Context: an optimization exercise on an open-source flow, tuned for small area, a short achievable clock period and few clock cycles per item. The choices shown serve that exercise and are no tape-out recipe. The RTL of this run was laid out without a check of its function. Power is estimated from default activity; no workload was simulated.

==> design.v <==
package ihsp_pkg;
    localparam logic [7:0] B_FF    = 8'hFF;
    localparam logic [7:0] B_SOI   = 8'hD8;
    localparam logic [7:0] B_APP0  = 8'hE0;
    localparam logic [7:0] B_PNG0  = 8'h89;
    localparam logic [7:0] B_SUB   = 8'h1A;
    localparam logic [7:0] B_CR    = 8'h0D;
    localparam logic [7:0] B_LF    = 8'h0A;
    localparam logic [7:0] C_J     = 8'h4A;
    localparam logic [7:0] C_F     = 8'h46;
    localparam logic [7:0] C_I     = 8'h49;
    localparam logic [7:0] C_G     = 8'h47;
    localparam logic [7:0] C_P     = 8'h50;
    localparam logic [7:0] C_N     = 8'h4E;
    localparam logic [7:0] C_H     = 8'h48;
    localparam logic [7:0] C_D     = 8'h44;
    localparam logic [7:0] C_R     = 8'h52;
    localparam int FIRST_WINDOW_END = 13;
    localparam int GIF_LAST_SIZE    = 9;
    localparam int PNG_LAST_SIZE    = 23;
    localparam int MIN_LEN_M1       = 23;
endpackage
module ihsp_track #(
    parameter int OFFSET_BITS = 20
) (
    input  logic                   clk,
    input  logic                   rst_n,
    input  logic                   take,       
    input  logic                   fin,        
    input  logic [7:0]             data_byte,
    input  logic                   jfif,       
    output logic [4:0]             pos,        
    output logic                   pos_small,  
    output logic [9:1][7:0]        hist,
    input  logic [OFFSET_BITS-6:0] upper,      
    output logic                   upper_one,  
    output logic                   upper_inc,  
    input  logic [15:0]            cnt,        
    output logic                   cnt_load,   
    output logic                   cnt_dec,    
    output logic [15:0]            seg_len,
    output logic                   load,       
    output logic                   wff_next    
);
    logic [4:0]             pos_reg;
    logic                   small_reg;
    logic                   load_at_reg;    
    logic                   wait_reg;
    logic                   ff10_reg, sof10_reg, ff11_reg;
    logic                   wff_reg;
    logic                   ovf_reg;        
    logic                   pos13, win_bad, walk_next, saturated, step;
    logic                   small_next, ovf_next;
    logic [4:0]             pos_next;
    logic [OFFSET_BITS-6:0] upper_next;
    assign pos       = pos_reg;
    assign pos_small = small_reg;
    assign pos13     = small_reg && pos_reg == 5'(ihsp_pkg::FIRST_WINDOW_END);
    assign load      = take && load_at_reg;
    assign saturated = !small_reg && (&upper) && (&pos_reg);
    assign step      = take && !fin;
    assign seg_len   = {hist[9], hist[8]};
    assign win_bad   = !ff11_reg || sof10_reg;
    assign wff_next  = load_at_reg ? ff11_reg : wff_reg;
    assign walk_next = (pos13 ? jfif : 1'b1) && !win_bad && !ovf_reg;
    assign cnt_load  = step && load_at_reg && walk_next;
    assign cnt_dec   = step && !load_at_reg && wait_reg && cnt != 16'd0;
    assign upper_one = step && small_reg && (&pos_reg);
    assign upper_inc = step && !small_reg && (&pos_reg) && !saturated;
    assign small_next = small_reg && !(&pos_reg);
    assign pos_next   = saturated ? pos_reg : pos_reg + 5'd1;
    assign upper_next = upper_one ? (OFFSET_BITS-5)'(1) :
                        upper_inc ? upper + (OFFSET_BITS-5)'(1) : upper;
    assign ovf_next   = !small_next && (&upper_next[OFFSET_BITS-6:11]) &&
                        {hist[8], hist[7]} >= ~{upper_next[10:0], pos_next};
    always_ff @(posedge clk)
    begin
        if (step)
            ovf_reg <= ovf_next;
    end
    always_ff @(posedge clk or negedge rst_n)
    begin
        if (!rst_n)
        begin
            pos_reg     <= '0;
            small_reg   <= 1'b1;
            load_at_reg <= 1'b0;
            wait_reg    <= 1'b0;
        end
        else if (take)
        begin
            if (fin)
            begin
                pos_reg     <= '0;
                small_reg   <= 1'b1;
                load_at_reg <= 1'b0;
                wait_reg    <= 1'b0;
            end
            else
            begin
                pos_reg   <= pos_next;
                small_reg <= small_next;
                if (load_at_reg)
                    load_at_reg <= 1'b0;
                else
                    load_at_reg <= (small_reg && pos_reg == 5'(ihsp_pkg::FIRST_WINDOW_END - 1)) ||
                                   (wait_reg && cnt == 16'd0);
                if (load_at_reg)
                    wait_reg <= walk_next;
            end
        end
    end
    always_ff @(posedge clk)
    begin
        if (take)
        begin
            hist[1]   <= data_byte;
            for (int i = 2; i <= 9; i++)
                hist[i] <= hist[i-1];
            ff10_reg  <= hist[9] == ihsp_pkg::B_FF;
            sof10_reg <= (hist[9][7:2] == 6'b110000) || (hist[9] == 8'hC9) ||
                         (hist[9] == 8'hCA) || (hist[9] == 8'hCB);
            ff11_reg  <= ff10_reg;
        end
        if (load)
            wff_reg <= ff11_reg;
    end
endmodule
module ihsp_decode (
    input  logic                   clk,
    input  logic                   take,
    input  logic [7:0]             data_byte,
    input  logic [4:0]             pos,         
    input  logic                   pos_small,   
    input  logic                   wff_next,    
    output logic                   jfif,
    output logic                   f_jpeg,      
    output logic                   res_jpeg,    
    output logic                   res_gif,
    output logic                   res_png,
    output logic                   f_gif,       
    output logic                   f_png        
);
    logic       f_jfif;
    logic       hdr, long_enough;
    logic [7:0] d;
    assign d           = data_byte;
    assign hdr         = pos_small && !pos[4];               
    assign long_enough = !pos_small || pos >= 5'(ihsp_pkg::MIN_LEN_M1);
    always_ff @(posedge clk)
    begin
        if (take && hdr)
        begin
            case (pos[3:0])
                4'd0:
                begin
                    f_jpeg <= d == ihsp_pkg::B_FF;
                    f_jfif <= 1'b1;
                    f_gif  <= d == ihsp_pkg::C_G;
                    f_png  <= d == ihsp_pkg::B_PNG0;
                end
                4'd1:
                begin
                    f_jpeg <= f_jpeg && d == ihsp_pkg::B_SOI;
                    f_gif  <= f_gif  && d == ihsp_pkg::C_I;
                    f_png  <= f_png  && d == ihsp_pkg::C_P;
                end
                4'd2:
                begin
                    f_jfif <= f_jfif && d == ihsp_pkg::B_FF;
                    f_gif  <= f_gif  && d == ihsp_pkg::C_F;
                    f_png  <= f_png  && d == ihsp_pkg::C_N;
                end
                4'd3:
                begin
                    f_jfif <= f_jfif && d == ihsp_pkg::B_APP0;
                    f_png  <= f_png  && d == ihsp_pkg::C_G;
                end
                4'd4: f_png <= f_png && d == ihsp_pkg::B_CR;
                4'd5: f_png <= f_png && d == ihsp_pkg::B_LF;
                4'd6:
                begin
                    f_jfif <= f_jfif && d == ihsp_pkg::C_J;
                    f_png  <= f_png  && d == ihsp_pkg::B_SUB;
                end
                4'd7:
                begin
                    f_jfif <= f_jfif && d == ihsp_pkg::C_F;
                    f_png  <= f_png  && d == ihsp_pkg::B_LF;
                end
                4'd8:  f_jfif <= f_jfif && d == ihsp_pkg::C_I;
                4'd9:  f_jfif <= f_jfif && d == ihsp_pkg::C_F;
                4'd12: f_png  <= f_png && d == ihsp_pkg::C_I;
                4'd13: f_png  <= f_png && d == ihsp_pkg::C_H;
                4'd14: f_png  <= f_png && d == ihsp_pkg::C_D;
                4'd15: f_png  <= f_png && d == ihsp_pkg::C_R;
                default: ;
            endcase
        end
    end
    assign jfif = f_jpeg && f_jfif;
    assign res_jpeg = long_enough && f_jpeg && wff_next;
    assign res_gif  = long_enough && f_gif;
    assign res_png  = long_enough && f_png;
endmodule
module image_header_size_parser #(
    parameter int OFFSET_BITS = 20
) (
    input  logic        clk,
    input  logic        rst_n,
    input  logic        in_valid,
    output logic        in_ready,
    input  logic [7:0]  in_data,
    input  logic        in_last,
    output logic        out_valid,
    input  logic        out_ready,
    output logic        out_status,
    output logic [1:0]  out_format,
    output logic [31:0] out_width,
    output logic [31:0] out_height
);
    logic              ready_reg;
    logic              first_reg;
    logic              out_valid_reg;
    logic              queued_reg;
    logic              status_reg;
    logic [1:0]        format_reg;
    logic [3:0][7:0]   width_reg, height_reg;
    logic              take, fin, hold_out, result_in, fail_in, clear_all, clear_high;
    logic              first_next, out_valid_next, queued_next;
    logic [4:0]        pos;
    logic              pos_small;
    logic [9:1][7:0]   hist;
    logic              load, wff_next, jfif;
    logic              cnt_load, cnt_dec, upper_one, upper_inc;
    logic [15:0]       height_high;
    logic [15:0]       seg_len;
    logic              f_jpeg, f_gif, f_png;
    logic              res_jpeg, res_gif, res_png;
    logic [3:0]        wr_w, wr_h;
    logic              at_jpeg;
    assign take     = in_valid && ready_reg;
    assign height_high = {height_reg[3], height_reg[2]};
    assign fin      = take && in_last;
    assign in_ready = ready_reg;
    assign hold_out = out_valid_reg && !out_ready;
    ihsp_track #(
        .OFFSET_BITS (OFFSET_BITS)
    ) u_track (
        .clk        (clk),
        .rst_n      (rst_n),
        .take       (take),
        .fin        (fin),
        .data_byte  (in_data),
        .jfif       (jfif),
        .pos        (pos),
        .pos_small  (pos_small),
        .hist       (hist),
        .upper      (height_high[OFFSET_BITS-6:0]),
        .upper_one  (upper_one),
        .upper_inc  (upper_inc),
        .cnt        ({width_reg[3], width_reg[2]}),
        .cnt_load   (cnt_load),
        .cnt_dec    (cnt_dec),
        .seg_len    (seg_len),
        .load       (load),
        .wff_next   (wff_next)
    );
    ihsp_decode u_decode (
        .clk        (clk),
        .take       (take),
        .data_byte  (in_data),
        .pos        (pos),
        .pos_small  (pos_small),
        .wff_next   (wff_next),
        .jfif       (jfif),
        .f_jpeg     (f_jpeg),
        .res_jpeg   (res_jpeg),
        .res_gif    (res_gif),
        .res_png    (res_png),
        .f_gif      (f_gif),
        .f_png      (f_png)
    );
    always_comb
    begin
        first_next     = take ? fin : first_reg;
        out_valid_next = fin || (out_valid_reg && (queued_reg || !out_ready));
        queued_next    = (fin && hold_out) || (queued_reg && !out_ready);
    end
    always_ff @(posedge clk or negedge rst_n)
    begin
        if (!rst_n)
        begin
            ready_reg     <= 1'b1;
            first_reg     <= 1'b1;
            out_valid_reg <= 1'b0;
            queued_reg    <= 1'b0;
        end
        else
        begin
            ready_reg     <= !queued_next && (!out_valid_next || first_next);
            first_reg     <= first_next;
            out_valid_reg <= out_valid_next;
            queued_reg    <= queued_next;
        end
    end
    assign result_in  = fin && !hold_out;
    assign fail_in    = !(res_jpeg || res_gif || res_png);
    assign clear_all  = (result_in && fail_in) || (queued_reg && out_ready);
    assign clear_high = clear_all || (result_in && !res_png);
    always_ff @(posedge clk)
    begin
        if (result_in)
        begin
            status_reg <= fail_in;
            format_reg <= res_jpeg ? 2'd0 : res_gif ? 2'd1 : res_png ? 2'd2 : 2'd3;
        end
        else if (queued_reg && out_ready)
        begin
            status_reg <= 1'b1;
            format_reg <= 2'd3;
        end
    end
    assign at_jpeg = load && f_jpeg;
    always_comb
    begin
        for (int i = 0; i < 4; i++)
        begin
            wr_w[i] = take && pos_small && f_png && pos == 5'(19 - i);
            wr_h[i] = take && pos_small && f_png && pos == 5'(23 - i);
        end
        wr_w[0] = wr_w[0] || at_jpeg || (take && pos_small && f_gif && pos == 5'd6);
        wr_w[1] = wr_w[1] || at_jpeg || (take && pos_small && f_gif && pos == 5'd7);
        wr_h[0] = wr_h[0] || at_jpeg || (take && pos_small && f_gif && pos == 5'd8);
        wr_h[1] = wr_h[1] || at_jpeg || (take && pos_small && f_gif && pos == 5'd9);
    end
    always_ff @(posedge clk)
    begin
        for (int i = 0; i < 2; i++)
        begin
            if (clear_all)
            begin
                width_reg[i]  <= 8'd0;
                height_reg[i] <= 8'd0;
            end
            else
            begin
                if (wr_w[i])
                    width_reg[i]  <= at_jpeg ? hist[3+i] : in_data;
                if (wr_h[i])
                    height_reg[i] <= at_jpeg ? hist[5+i] : in_data;
            end
        end
        if (clear_high)
            {height_reg[3], height_reg[2]} <= 16'd0;
        else if (f_png)
        begin
            if (wr_h[3])
                height_reg[3] <= in_data;
            if (wr_h[2])
                height_reg[2] <= in_data;
        end
        else if (upper_one)
            {height_reg[3], height_reg[2]} <= 16'd1;
        else if (upper_inc)
            {height_reg[3], height_reg[2]} <= height_high + 16'd1;
        if (clear_high)
            {width_reg[3], width_reg[2]} <= 16'd0;
        else if (cnt_load)
            {width_reg[3], width_reg[2]} <= seg_len;
        else if (cnt_dec)
            {width_reg[3], width_reg[2]} <= {width_reg[3], width_reg[2]} - 16'd1;
        else
        begin
            if (wr_w[3])
                width_reg[3] <= in_data;
            if (wr_w[2])
                width_reg[2] <= in_data;
        end
    end
    assign out_valid  = out_valid_reg;
    assign out_status = status_reg;
    assign out_format = format_reg;
    assign out_width  = width_reg;
    assign out_height = height_reg;
endmodule
==> flow/run.sh <==
#!/bin/bash
# Standard layout (the standard.sh, unchanged synthesis), with two changes:
# plain buf_1 cells as the port buffers instead of the default delay buffers, and no
# dummy loads in the clock tree.
set -euo pipefail
export BUFFER_PORTS_ARGS="-buffer_cell sky130_fd_sc_hd__buf_1"
export CTS_ARGS="-sink_clustering_enable -repair_clock_nets -dont_use_dummy_load -buf_list sky130_fd_sc_hd__clkbuf_8"
bash standard.sh > standard.log 2>&1
==> standard.sh <==
#!/bin/bash
# synth_recipe.tcl (not shown) runs the flow's synth.tcl, then flattens the netlist and writes it again
# the make line also repeats each setting of config.mk as NAME=value (left out here)
make -C /OpenROAD-flow-scripts/flow DESIGN_CONFIG=/design/flow/config.mk WORK_HOME=/design/flow/orfs CLKGATE_MAP_FILE= SYNTH_SCRIPT=/design/flow/synth_recipe.tcl "${@:-finish}"
==> config.mk <==
export PLATFORM = sky130hd
export DESIGN_NAME = image_header_size_parser
export DESIGN_NICKNAME = image_header_size_parser
export VERILOG_FILES = /design/flow/design.v
export SDC_FILE = /design/flow/constraint.sdc
export NUM_CORES = 4
export LEC_CHECK = 0
export CAP_MARGIN = 20
export CORE_MARGIN = 2
export CORE_UTILIZATION = 65
export SETUP_SLACK_MARGIN = 3.3
export SLEW_MARGIN = 20
==> constraint.sdc <==
create_clock -name core_clock -period 5.5 [get_ports {clk}]
set_input_delay 1.1000 -clock core_clock [delete_from_list [all_inputs] [get_ports {clk}]]
set_output_delay 1.1000 -clock core_clock [all_outputs]
set_load 0.01 [all_outputs]
==> impl_results.md <==
* Status: finished clean
* Root buffer cell: clkbuf_8
* Synth Cell Area at 8165 sq um
* Worst path required time at 5790 ps
* CTS max path bufs at 2
* First-pass GRT wire length at 40,280 um
* CTS tree: built
* CP Class: flip-flop to flip-flop
* Initial core utilization at 67.14%
* Wire length per cell at 29.26 um
* Vias per cell at 7.683
* Critical Path End Type: flip-flop
* Main flop type after synthesis: edfxtp_1
* Yosys top cell area share at 30.89%
* FP Rows at 40
* Antenna viol nets, final at 0
* Total gr overflow at 0
* Worst slew margin at 44.38%
* Async SR Flop Fraction at 7.500%
* Arr. time, crit path at 3650 ps
* Share of cells above drive strength 1 at 33.04%
* Synth top area cells: edfxtp_1 31%, dfxtp_1 16%, nand2_1 5.5%, nor2_1 4.0%, ha_1 3.7%
* Pre-CTS setup slack at 1441 ps
* Post-synth EDFFs at 84
* Slowest CP cell: dfrtp_2
* Max reg flops at 72
* Clk pin slew, worst setup/hold paths at 90 ps
* Post-synth top area cell: edfxtp_1
* 1st-pass router iterations at 8
* Fin crit share at 61.18%
* Worst R2R Start: u_track.pos_reg[1]
* H-tree Lvls at 4
* Final setup vio count at 0
* Max-cap violations at 0
* Sw Pwr at 884.2 uW
* Die span in y at 116.1 um
* CTS Sinks at 160
* Slew Limit Fails at 0
* Via count at 9,204
* Min Hold Slack at 429.8 ps
* Avg Cell Area, Syn at 9.584 sq um
* Core area at 12,160 sq um
* Internal reg-to-reg setup slack at 2140 ps
* Hold path depth at 0
* Min-Delay Path Class: flip-flop to flip-flop
* Routed WL at 35,060 um
* Clock latency on the worst-skew pair at 510 ps
* FILL cells at 475
* Max FO, Critical Path at 6
* Ys Warns at 3
* Net Sw Frac at 32.55%
* First DRT Iteration DRCs at 2,054
* Worst Max-Slew Pin Slew at 834.2 ps
* R2R Path End: u_track.ovf_reg
* Nets at 1,068
* Worst vdd ir at 244.5 uV
* Net count after synthesis at 889
* Initial antenna violation count at 0
* Pleak at 0.004069 uW
* Sequential power share at 51.8%
* Chip width at 116.1 um
* DR DRC count at 0
* Tmin final at 3365 ps
* GPL Wtd Cong at 0.9591
* TritonCTS buffer count at 17
* RSZ-0062 raised after global routing: yes
* Hold Path Sink: u_track.hist[10]
* Mapped Cells at 852
* Layout Cell Area excl Fill at 11,040 sq um
* Total Power at 2717 uW
* Cell mode on critical path: ha_4
* Synth cell types at 74
* Final hold viol count at 0
* Tot GR Track Use at 40.07%
* Combinational fraction of design power at 22.2%
* Clock share of power at 26.0%
* Port Buffers at 81
* Final setup TNS at 0 ps
* Dpl cell area at 8788 sq um
* Die area at 13,470 sq um
* Worst hold start: u_track.hist[2]
* Power Density at 246.0 nW/um^2
* Seq/Total Area, Yosys at 50.31%
* Top Ports at 82
* Worst reg-to-reg path cell count at 15
* P_int at 1832 uW
* Setup WS post-layout at 2135 ps
* Vias in the first global route at 7,474
* Largest net degree at the start of global routing at 43
* Crit-path cells: ha_4, and3_4, ha_4, nor2b_4, nand2_4, nor2_4, buf_6, nand3_1, xor2_1, nor2_1, ha_1, nand2_1, o21ai_2, o21ai_1, a221oi_1
* Area growth, synth to finish at 35.21%
* CP Launch Type: flip-flop
* Yosys reg bits at 160
* Critical Path Max Stage Delay at 410 ps
* Fmax at 0.2972 GHz
* DP HPWL at 15,550 um
* Skew final at 35.24 ps
## cell usage in the layout (no fill, tap or decap), types with 22 or more instances in the layout
master,Yosys,final
nand2_1,120,108
buf_1,4,71
buf_6,1,24
buf_4,1,94
edfxtp_1,84,84
nor2_1,88,80
o21ai_0,44,22
dfxtp_1,64,43
a21oi_1,37,24
## final cells by class
| cell class | count | area (sq um) | area share [%] |
|---|---|---|---|
| flip-flops and latches | 160 | 4156 | 37.65 |
| inverters | 21 | 120.1 | 1.088 |
| diodes | 1 | 2.502 | 0.02267 |
| clock buffers | 17 | 234.0 | 2.119 |
| multi-input cells | 618 | 4691 | 42.49 |
| repair buffers | 210 | 1578 | 14.29 |
| repair inverters | 3 | 48.80 | 0.4420 |
| well taps | 168 | 210.2 | 1.904 |
## layer usage
| layer | track usage, % | vias to the layer above | wire, um |
|---|---|---|---|
| li1 | - | 3524 | - |
| met5 | 0 | - | 154 |
| met1 | 49.00 | 4176 | 10640 |
| met2 | 65.22 | 1085 | 15280 |
| met3 | 11.40 | 413 | 5588 |
| met4 | 20.40 | 6 | 3403 |
## cells by family after synthesis
family	share of synthesized area [%]
adder cells (fa/ha/maj)	3.678
AND/OR/NAND/NOR	19.14
buffers and inverters	4.290
AO/OA/AOI/OAI	18.08
multiplexers	1.609
XOR/XNOR	2.896
flip-flops	50.31
## power groups by stage
stage | registers (uW) | logic, uW | clock network (uW)
floorplan | 1400 | 273 | 0
global placement | 1430 | 332 | 0
detailed placement | 1440 | 341 | 0
CTS | 1390 | 458 | 649
global route | 1410 | 624 | 711
finish | 1410 | 603 | 706
## synthesized netlist by cell type (10+ instances only)
| master | instances |
|---|---|
| a211oi_1 | 15 |
| a21oi_1 | 37 |
| a311oi_1 | 27 |
| a31oi_1 | 11 |
| buf_2 | 15 |
| clkbuf_1 | 38 |
| dfxtp_1 | 64 |
| edfxtp_1 | 84 |
| ha_1 | 24 |
| inv_1 | 20 |
| mux2i_1 | 12 |
| nand2_1 | 120 |
| nand3_1 | 22 |
| nand4_1 | 16 |
| nor2_1 | 88 |
| nor2b_1 | 10 |
| nor3_1 | 22 |
| o21ai_0 | 44 |
| o31ai_1 | 16 |
| xnor2_1 | 12 |
| xor2_1 | 15 |
## what timing repair did
item | in CTS | in global routing
setup buffers | 63 | 55
hold endpoints to repair | 0 | 0
endpoints found under the setup margin | 87 | 86
gates resized for setup | 108 | 149
hold buffers | 0 | 0
pin swaps | 25 | 72
gates cloned | 8 | 5
## how the worst max path moves through the flow
stage,startpoint,end,slack (ps),depth (start not counted)
after floorplan,in_valid,u_track.ovf_reg,2060,16
after global placement,in_valid,u_track.ovf_reg,1580,15
after detailed placement,in_valid,u_track.ovf_reg,1440,15
after CTS,height_reg[17],u_track.ovf_reg,2600,13
after global routing,height_reg[17],u_track.ovf_reg,1850,14
final,u_track.pos_reg[1],u_track.ovf_reg,2140,15
## worst max-delay path: cells and delay by family (launching register included)
family | cells | cell delay [ps]
adder cells (fa/ha/maj) | 3 | 670
XOR/XNOR | 1 | 280
buffers and inverters | 1 | 140
AND/OR/NAND/NOR | 7 | 1030
flip-flops | 1 | 410
AO/OA/AOI/OAI | 3 | 630
## through the flow
stage / std cells / utilization (%)
floorplan: 852 / -
global placement: 1049 / 72.26
detailed placement: 1049 / 72.26
CTS: 1137 / 82.04
global route: 1197 / 90.76
finish: 1198 / 90.78

[port drivers added, routing unchanged]
The flow's constraints put no driver on any port. The routed layout listed below was extracted and timed again, unchanged, in two steps. Step 1 (the two cells are an assumption about what drives the block):
set clk [get_ports {clk}]
set_driving_cell -lib_cell sky130_fd_sc_hd__clkbuf_16 $clk
set_driving_cell -lib_cell sky130_fd_sc_hd__buf_2 [delete_from_list [all_inputs] $clk]
Step 2 also shifts input and output timing later by t, the mid clock arrival at the registers, as if the neighbouring blocks saw the same clock. Slacks: ideal / step 1 / step 2; pairs: ideal / step 1.
shift t [ns]: 0.531
setup WS [ns]: 2.135 / 2.135 / 1.752
worst hold slack (ns): 0.430 / 0.430 / 0.430
After both steps setup and hold are still met in this run. For this run, drivers alone change the setup slack by 0.000 ns; drivers and shift together by -0.383 ns.
